Source: an optimization exercise on an open RTL-to-GDS flow (aim: small area, a short achievable clock period and few clock cycles). Production flows keep margins and buffers that such runs may drop. The RTL was checked by simulation tests, not by an equivalence proof against the original design. Power figures rest on the tool's default switching activity, not on a simulated workload.

// isp_top
module isp_top (
    input  logic             clk,
    input  logic             rst_n,
    input  logic             in_valid,
    input  logic             in_mode,
    input  isp_pkg::ratio_t  in_ratio_mode,
    input  logic             pix_valid,
    input  isp_pkg::beat_t   pix_data,
    output logic             busy,
    output logic             out_valid,
    output isp_pkg::result_t out_data
);
For scale: about 2400 cells after synthesis, about 150 I/O pins.
clock: 8.0 ns
lec_check: 0
abc_area: 1
cap_margin: 20
core_margin: 2
core_utilization: 60
cts_cluster_diameter: 80
cts_cluster_size: 30
setup_slack_margin: 5
slew_margin: 20
standard.sh (not shown) runs the stock make flow with config.mk's settings and CLKGATE_MAP_FILE= SYNTH_SCRIPT=/design/flow/synth_recipe.tcl, a recipe that flattens the netlist after the stock synthesis.
==> flow/flow/run.sh <==
#!/bin/bash
# The standard layout (standard.sh), with plain buffers (buf_1) on the
# ports instead of the delay buffers buffer_ports picks by default, and
# timing repair aimed at a setup slack of 5.3 ns.
set -euo pipefail
mkdir -p logs
export BUFFER_PORTS_ARGS="-buffer_cell sky130_fd_sc_hd__buf_1"
bash standard.sh SETUP_SLACK_MARGIN=5.3 finish > logs/standard.log 2>&1
The baseline passed the timing, design-rule and antenna checks.
Testbench counts at the start, summed over its fixed seeds: cycles 18,626.
Rerun with:
==> flow/flow/run.sh (replaced) <==
#!/bin/bash
# The standard layout (standard.sh), with plain buffers (buf_1) on the
# ports instead of the delay buffers buffer_ports picks by default, and
# timing repair aimed at a setup slack of 5.4 ns.
set -euo pipefail
mkdir -p logs
export BUFFER_PORTS_ARGS="-buffer_cell sky130_fd_sc_hd__buf_1"
bash standard.sh SETUP_SLACK_MARGIN=5.4 finish > logs/standard.log 2>&1
Non-clock buffer count is higher by 18. Utilization goes up by 1.6 points. Routed wire length climbs by 0.64%. Critical path depth stays the same. Clock skew goes up by 0.020 ns. Synthesized area is unchanged. Worst setup slack is better by 0.030 ns. Power rises by 2.8%. Final area climbs by 2.4%. Clock-buffer cell count goes down by 1.

========
Another version of the RTL of isp_top (not shown whole).
Size: ~2300 cells after synthesis, about 560 flip-flops.
export LEC_CHECK = 0
export ABC_AREA = 1
export CAP_MARGIN = 20
export CORE_MARGIN = 2
export CORE_UTILIZATION = 60
export CTS_CLUSTER_DIAMETER = 80
export CTS_CLUSTER_SIZE = 30
export SETUP_SLACK_MARGIN = 5
export SLEW_MARGIN = 20
create_clock -name core_clock -period 8.0 [get_ports {clk}]
==> flow/flow/run.sh <==
#!/bin/bash
# The standard layout (standard.sh), with plain buffers (buf_1) on the
# ports instead of the delay buffers buffer_ports picks by default, and
# timing repair aimed at a setup slack of 5.3 ns.
set -euo pipefail
mkdir -p logs
export BUFFER_PORTS_ARGS="-buffer_cell sky130_fd_sc_hd__buf_1"
bash standard.sh SETUP_SLACK_MARGIN=5.3 finish > logs/standard.log 2>&1
Testbench counts at the start, summed over its fixed seeds: cycles 18,626.
Change:
==> flow/flow/run.sh (replaced) <==
#!/bin/bash
# The standard layout (standard.sh), with plain buffers (buf_1) on the
# ports instead of the delay buffers buffer_ports picks by default, and
# timing repair aimed at a setup slack of 5.4 ns.
set -euo pipefail
mkdir -p logs
export BUFFER_PORTS_ARGS="-buffer_cell sky130_fd_sc_hd__buf_1"
bash standard.sh SETUP_SLACK_MARGIN=5.4 finish > logs/standard.log 2>&1
=>
- The changed run went through all stages and came out clean
- non-clock buffer count climbs by 18
- setup slack is about the same
- power climbs by 3.3%
- clock power increases by about 2%
- cell count increases by 0.65%
- die area does not change
- routed wire length came out higher by 3.9%
- fmax hardly moves
- first-iteration DRC count went up by 13%
- via count rises by 0.41%
- count of clock-buffer cells in the layout is higher by 1
Change:
==> flow/flow/run.sh (replaced) <==
#!/bin/bash
# The standard layout (standard.sh), with plain buffers (buf_1) on the
# ports instead of the delay buffers buffer_ports picks by default, and
# timing repair aimed at a setup slack of 5 ns.
set -euo pipefail
mkdir -p logs
export BUFFER_PORTS_ARGS="-buffer_cell sky130_fd_sc_hd__buf_1"
bash standard.sh SETUP_SLACK_MARGIN=5 finish > logs/standard.log 2>&1
Effect: Cell count is lower by 1.9%; wire length went down by 6.4%; clock power decreases by about 8%; sequential cell count stays the same; core utilization shrinks by 5.0 points; synthesized area stays the same; global-route usage is lower by 1.1 points.

========
Another version of the RTL of isp_top (not shown whole).
Size: about 2,400 cells after synthesis, about 550 flip-flops, ~150 I/O pins.
Design isp_top, start of the top module:
module isp_top (
    input  logic             clk,
    input  logic             rst_n,
    input  logic             in_valid,
    input  logic             in_mode,
    input  isp_pkg::ratio_t  in_ratio_mode,
    input  logic             pix_valid,
    input  isp_pkg::beat_t   pix_data,
    output logic             busy,
    output logic             out_valid,
    output isp_pkg::result_t out_data
);
export LEC_CHECK = 0
export ABC_AREA = 1
export CAP_MARGIN = 20
export CORE_MARGIN = 2
export CORE_UTILIZATION = 60
export CTS_CLUSTER_DIAMETER = 80
export CTS_CLUSTER_SIZE = 30
export SETUP_SLACK_MARGIN = 5
export SLEW_MARGIN = 20
create_clock -name core_clock -period 8.0 [get_ports {clk}]
==> flow/flow/run.sh <==
#!/bin/bash
# The standard layout (standard.sh), with plain buffers (buf_1) on the
# ports instead of the delay buffers buffer_ports picks by default.
set -euo pipefail
mkdir -p logs
export BUFFER_PORTS_ARGS="-buffer_cell sky130_fd_sc_hd__buf_1"
bash standard.sh > logs/standard.log 2>&1
Testbench counts at the start, summed over its fixed seeds: cycles 18,629.
Edit:
==> flow/flow/run.sh (replaced) <==
#!/bin/bash
# The standard layout (standard.sh), with plain buffers (buf_1) on the
# ports instead of the delay buffers buffer_ports picks by default, and
# timing repair aimed at a setup slack of 5.2 ns.
set -euo pipefail
mkdir -p logs
export BUFFER_PORTS_ARGS="-buffer_cell sky130_fd_sc_hd__buf_1"
bash standard.sh SETUP_SLACK_MARGIN=5.2 finish > logs/standard.log 2>&1
Critical path depth rose by 7.
Count of clock-buffer cells in the layout grows by 1.
Register-to-register slack hardly moves.
Edit:
==> flow/flow/run.sh (replaced) <==
#!/bin/bash
# The standard layout (standard.sh), with plain buffers (buf_1) on the
# ports instead of the delay buffers buffer_ports picks by default, and
# timing repair aimed at a setup slack of 5.5 ns.
set -euo pipefail
mkdir -p logs
export BUFFER_PORTS_ARGS="-buffer_cell sky130_fd_sc_hd__buf_1"
bash standard.sh SETUP_SLACK_MARGIN=5.5 finish > logs/standard.log 2>&1
Wire length grows by 6.4%. Clock skew is lower by 0.012 ns. Via count increases by 3.6%. Critical path depth does not change.

[static timing again, ports no longer ideal]
No port has a modelled driver above. Below, the same layouts with a new extraction and two added sets of constraints.
Step 1: set_driving_cell puts a clkbuf_16 on clk and a buf_2 on each other input, an assumption about the parent block.
Step 2 times the ports against the registers' clock, not the clock port: input delays grow and output delays shrink by t, the midpoint of the rising clock arrivals with the driver on.
Slacks: no drivers / after step 1 / after step 2; pairs: no drivers / after step 1.
run | t (ns) | slack for setup (ns) | worst setup path after step 2 | pins driven straight from the clock port
the first run of note 1 | 0.659 | 5.304 / 5.246 / 4.702 | input to register | 1
the second run of note 1 | 0.671 | 5.334 / 5.276 / 4.696 | input to register | 1
the first run of note 2 | 0.663 | 5.276 / 5.215 / 4.701 | input to register | 1
the second run of note 2 | 0.666 | 5.278 / 5.219 / 4.746 | input to register | 1
the third run of note 2 | 0.640 | 5.025 / 5.025 / 4.620 | input to register | 1
the first run of note 3 | 0.653 | 5.109 / 5.109 / 4.528 | input to register | 1
the second run of note 3 | 0.644 | 5.102 / 5.102 / 4.649 | input to register | 1
the third run of note 3 | 0.644 | 5.128 / 5.128 / 4.754 | input to register | 1
After both steps every run listed still meets setup and hold. The setup slack of the second run of note 1, which loses most, moves by -0.058 ns with the drivers and by -0.638 ns with both steps.
